Source: an optimization exercise on an open RTL-to-GDS flow (aim: small area, a short achievable clock period and few clock cycles per item). Production flows keep margins and buffers that such runs may drop.
The RTL was checked by simulation tests, not by an equivalence proof against the original design.

## harbor
## integer_dct_8x8_2d
module integer_dct_8x8_2d (
  input  logic                                clk,
  input  logic                                rst_n,
  input  logic                                in_valid,
  output logic                                in_stall,
  input  logic [dct2d_pkg::SAMPLE_W-1:0]      in_sample_0,
  input  logic [dct2d_pkg::SAMPLE_W-1:0]      in_sample_1,
  input  logic [dct2d_pkg::SAMPLE_W-1:0]      in_sample_2,
  input  logic [dct2d_pkg::SAMPLE_W-1:0]      in_sample_3,
  input  logic [dct2d_pkg::SAMPLE_W-1:0]      in_sample_4,
  input  logic [dct2d_pkg::SAMPLE_W-1:0]      in_sample_5,
  input  logic [dct2d_pkg::SAMPLE_W-1:0]      in_sample_6,
  input  logic [dct2d_pkg::SAMPLE_W-1:0]      in_sample_7,
  output logic                                out_valid,
  input  logic                                out_stall,
  output logic signed [dct2d_pkg::COEF_W-1:0] out_coef_0,
  output logic signed [dct2d_pkg::COEF_W-1:0] out_coef_1,
  output logic signed [dct2d_pkg::COEF_W-1:0] out_coef_2,
  output logic signed [dct2d_pkg::COEF_W-1:0] out_coef_3,
  output logic signed [dct2d_pkg::COEF_W-1:0] out_coef_4,
  output logic signed [dct2d_pkg::COEF_W-1:0] out_coef_5,
  output logic signed [dct2d_pkg::COEF_W-1:0] out_coef_6,
  output logic signed [dct2d_pkg::COEF_W-1:0] out_coef_7,
  output logic                                out_last_row
);
  logic [2:0]  ph;        
  logic [2:0]  wr;        
  logic        in_v;      
  logic [63:0] in_row_r;
  logic        bub_on;    
  logic [2:0]  bub_cnt;   
  logic        col_on;    
  logic [2:0]  col_cnt;
  logic        s_v;       
  logic        adv;
  logic        pending;
  logic        bub;
  logic        step;
  logic        nstep;
  logic        cv;
  logic [10:0] vl;        
  logic        in_v_n, bub_on_n, col_on_n, s_v_n, pending_n;
  logic [2:0]  bub_cnt_n, col_cnt_n;
  logic [10:0] vl_n;
  logic        in_take;   
  logic        fire;      
  assign adv     = ~s_v;
  ...
Size: ~1800 flip-flops.
clock: 7.5 ns
lec_check: 0
abc_area: 1
cap_margin: 20
core_margin: 2
core_utilization: 60
cts_cluster_diameter: 60
cts_cluster_size: 25
setup_slack_margin: 4.3
slew_margin: 20
run.sh (not shown) runs the stock make flow with config.mk's settings and CLKGATE_MAP_FILE= SYNTH_SCRIPT=/design/flow/synth_recipe.tcl, a recipe that flattens the netlist after the stock synthesis.
harbor | status: complete | timing, DRC, antenna: pass
Testbench counts of harbor, summed over its fixed seeds: cycles 2,208, blocks 256.
The inputs of amber differ from those of harbor as listed below.
-- flow/config.mk --
<<< harbor, line 11
export CORE_UTILIZATION = 60
export CTS_CLUSTER_DIAMETER = 60
export CTS_CLUSTER_SIZE = 25
export SETUP_SLACK_MARGIN = 4.3
>>> amber, line 11
export CORE_UTILIZATION = 65
export SETUP_SLACK_MARGIN = 3.5
## What came out
amber against harbor: post-CTS resize count moved down, first-pass GRT wire length -about 2.2%.
Diff amber..harbor | mean cell area of the mapped netlist | unchanged
The final layouts of amber and harbor pass the timing, DRC and antenna checks.
Looking at number of global-route vias before repair, amber sits 710 lower than harbor does.
Comparing amber and harbor, area of the multi-input gates is higher on harbor.
Clock skew: amber worse than harbor

* * *

Another version of the RTL of integer_dct_8x8_2d (not shown whole).
Size: ~7400 cells after synthesis, about 200 I/O pins.
// integer_dct_8x8_2d
module integer_dct_8x8_2d (
  input  logic                                clk,
  input  logic                                rst_n,
  input  logic                                in_valid,
  output logic                                in_stall,
  input  logic [dct2d_pkg::SAMPLE_W-1:0]      in_sample_0,
  input  logic [dct2d_pkg::SAMPLE_W-1:0]      in_sample_1,
  input  logic [dct2d_pkg::SAMPLE_W-1:0]      in_sample_2,
  input  logic [dct2d_pkg::SAMPLE_W-1:0]      in_sample_3,
  input  logic [dct2d_pkg::SAMPLE_W-1:0]      in_sample_4,
  input  logic [dct2d_pkg::SAMPLE_W-1:0]      in_sample_5,
  input  logic [dct2d_pkg::SAMPLE_W-1:0]      in_sample_6,
  input  logic [dct2d_pkg::SAMPLE_W-1:0]      in_sample_7,
  output logic                                out_valid,
  input  logic                                out_stall,
  output logic signed [dct2d_pkg::COEF_W-1:0] out_coef_0,
  output logic signed [dct2d_pkg::COEF_W-1:0] out_coef_1,
  output logic signed [dct2d_pkg::COEF_W-1:0] out_coef_2,
  output logic signed [dct2d_pkg::COEF_W-1:0] out_coef_3,
  output logic signed [dct2d_pkg::COEF_W-1:0] out_coef_4,
  output logic signed [dct2d_pkg::COEF_W-1:0] out_coef_5,
  output logic signed [dct2d_pkg::COEF_W-1:0] out_coef_6,
  output logic signed [dct2d_pkg::COEF_W-1:0] out_coef_7,
  output logic                                out_last_row
);
  logic [2:0]  ph;        
  logic [2:0]  wr;        
  logic        in_v;      
  logic        in_vb;     
  logic [63:0] in_row_r;
  logic [63:0] in_row_b;
  logic [63:0] in_row;
  logic        bub_on;    
  logic [2:0]  bub_cnt;   
  logic        col_on;    
  logic [2:0]  col_cnt;
  logic        adv;
  logic        pending;
  logic        bub;
  logic        step;
  logic        nstep;
  logic        cv;
  ...
clock: 7.5 ns
lec_check: 0
abc_area: 1
cap_margin: 20
core_margin: 2
core_utilization: 60
cts_cluster_diameter: 60
cts_cluster_size: 25
setup_slack_margin: 3.7
slew_margin: 20
tns_end_percent: 5
Testbench counts at the start, summed over its fixed seeds: cycles 2,208, blocks 256.
Change:
--- a/flow/config.mk
+++ b/flow/config.mk
@@ -14,3 +14,2 @@
 export SETUP_SLACK_MARGIN = 3.7
 export SLEW_MARGIN = 20
-export TNS_END_PERCENT = 5
What happened:
- design area barely changes
- via count hardly moves
- worst setup slack gets better by 0.080 ns
- sequential share of layout area is about the same
- hold slack got worse by 0.022 ns
- wire length fell by 0.77%

* * *

integer_dct_8x8_2d with an RTL version that a note above also has.
Size in the first run: about 1,800 flip-flops, ~200 I/O pins, about 90,000 um2 of cells after synthesis.
==> flow/config.mk <==
export PLATFORM = sky130hd
export DESIGN_NAME = integer_dct_8x8_2d
export DESIGN_NICKNAME = integer_dct_8x8_2d
export VERILOG_FILES = /design/flow/design.v
export SDC_FILE = /design/flow/constraint.sdc
export NUM_CORES = 4
export LEC_CHECK = 0
export CAP_MARGIN = 20
export CORE_MARGIN = 2
export CORE_UTILIZATION = 70
export CTS_CLUSTER_DIAMETER = 60
export CTS_CLUSTER_SIZE = 25
export SETUP_SLACK_MARGIN = 3.5
export SLEW_MARGIN = 20
==> flow/constraint.sdc <==
create_clock -name core_clock -period 7.5 [get_ports {clk}]
set_input_delay 1.5000 -clock core_clock [delete_from_list [all_inputs] [get_ports {clk}]]
set_output_delay 1.5000 -clock core_clock [all_outputs]
set_load 0.01 [all_outputs]
The first run finished with timing, DRC and antenna clean.
Testbench counts at the start, summed over its fixed seeds: cycles 2,208, blocks 256.
Edit:
- CORE_UTILIZATION: 70 -> 60
- CTS_CLUSTER_DIAMETER: 60 -> not set
- CTS_CLUSTER_SIZE: 25 -> not set
- SETUP_SLACK_MARGIN: 3.5 -> 3.6
- utilization fell by 9.4 points
- area after synthesis does not change
- global-route usage falls by 4.2 points
- flip-flop and latch count does not change
- maximum frequency goes up by 3.0%
- sequential share of layout area fell by 1.5 points
- setup slack gets better by 120 ps
- register-to-register slack is better by 120 ps
- synthesized cell count stays the same

* * *

== old ==
integer_dct_8x8_2d with an RTL version that a note above also has.
Size: about 7400 cells after synthesis, about 200 I/O pins, about 89000 um^2 of cells after synthesis.
export LEC_CHECK = 0
export ABC_AREA = 1
export CAP_MARGIN = 20
export CORE_MARGIN = 2
export CORE_UTILIZATION = 60
export CTS_CLUSTER_DIAMETER = 60
export CTS_CLUSTER_SIZE = 25
export SETUP_SLACK_MARGIN = 3.8
export SLEW_MARGIN = 20
export TNS_END_PERCENT = 5
create_clock -name core_clock -period 7.5 [get_ports {clk}]
Testbench counts of old, summed over its fixed seeds: cycles 2,208, blocks 256.
--- input diff old..new ---
Settings: a deleted TNS_END_PERCENT that had been 5; a change of SETUP_SLACK_MARGIN from 3.8 to 3.9.
--- outcome ---
- new against old: total number of vias up 0.95%, wire length up about 1.3%, minimum clock period after layout down 0.039 ns.
- When new is set beside old, its sequential share of layout area turns out to be 0.77 points smaller.

* * *

integer_dct_8x8_2d with an RTL version that a note above also has.
Size in the first run: roughly 7,700 cells after synthesis, ~1,800 flip-flops, about 90,000 µm² of cells after synthesis.
export LEC_CHECK = 0
export ABC_AREA = 1
export CAP_MARGIN = 20
export CORE_MARGIN = 2
export CORE_UTILIZATION = 60
export CTS_CLUSTER_DIAMETER = 60
export CTS_CLUSTER_SIZE = 25
export SETUP_SLACK_MARGIN = 3.9
export SLEW_MARGIN = 20
create_clock -name core_clock -period 7.5 [get_ports {clk}]
The first run ran to the end with no violations.
Testbench counts at the start, summed over its fixed seeds: cycles 2,208, blocks 256.
==> next run, changes <==
--- a/flow/config.mk
+++ b/flow/config.mk
@@ -13,3 +13,3 @@
 export CTS_CLUSTER_SIZE = 25
-export SETUP_SLACK_MARGIN = 3.9
+export SETUP_SLACK_MARGIN = 3.5
 export SLEW_MARGIN = 20
Die area stays the same.
Final cell count went down by 1.5%.
Worst setup slack got worse by 0.12 ns.

port drivers added, routing unchanged:
No port has a modelled driver above. Below, the same layouts with a new extraction and two added sets of constraints.
Step 1: set_driving_cell puts a clkbuf_16 on clk and a buf_2 on each other input, an assumption about the parent block.
Step 2 times the ports against the registers' clock, not the clock port: input delays grow and output delays shrink by t, the midpoint of the rising clock arrivals with the driver on.
Slacks: ideal / step 1 / step 2; pairs: ideal / step 1.
run	t, ns	setup WS [ns]	worst hold slack (ns)
harbor	0.881	3.705 / 3.705 / 3.705	0.405 / 0.405 / 0.405
amber	0.893	3.609 / 3.609 / 3.609	0.381 / 0.381 / 0.381
the first run of note 2	0.849	3.611 / 3.611 / 3.013	0.408 / 0.408 / 0.408
the second run of note 2	0.845	3.692 / 3.692 / 3.117	0.387 / 0.387 / 0.387
the first run of note 3	0.827	3.315 / 3.315 / 3.315	0.395 / 0.395 / 0.395
the second run of note 3	0.887	3.435 / 3.435 / 3.435	0.393 / 0.393 / 0.393
old	0.849	3.668 / 3.668 / 3.056	0.408 / 0.408 / 0.408
new	0.857	3.706 / 3.706 / 3.274	0.385 / 0.385 / 0.385
the first run of note 5	0.878	3.747 / 3.747 / 3.747	0.402 / 0.402 / 0.402
the second run of note 5	0.873	3.630 / 3.630 / 3.630	0.404 / 0.404 / 0.404
After both steps setup and hold are still met in every run listed. The setup slack of old, which loses most, moves by 0.000 ns with the drivers and by -0.612 ns with both steps.
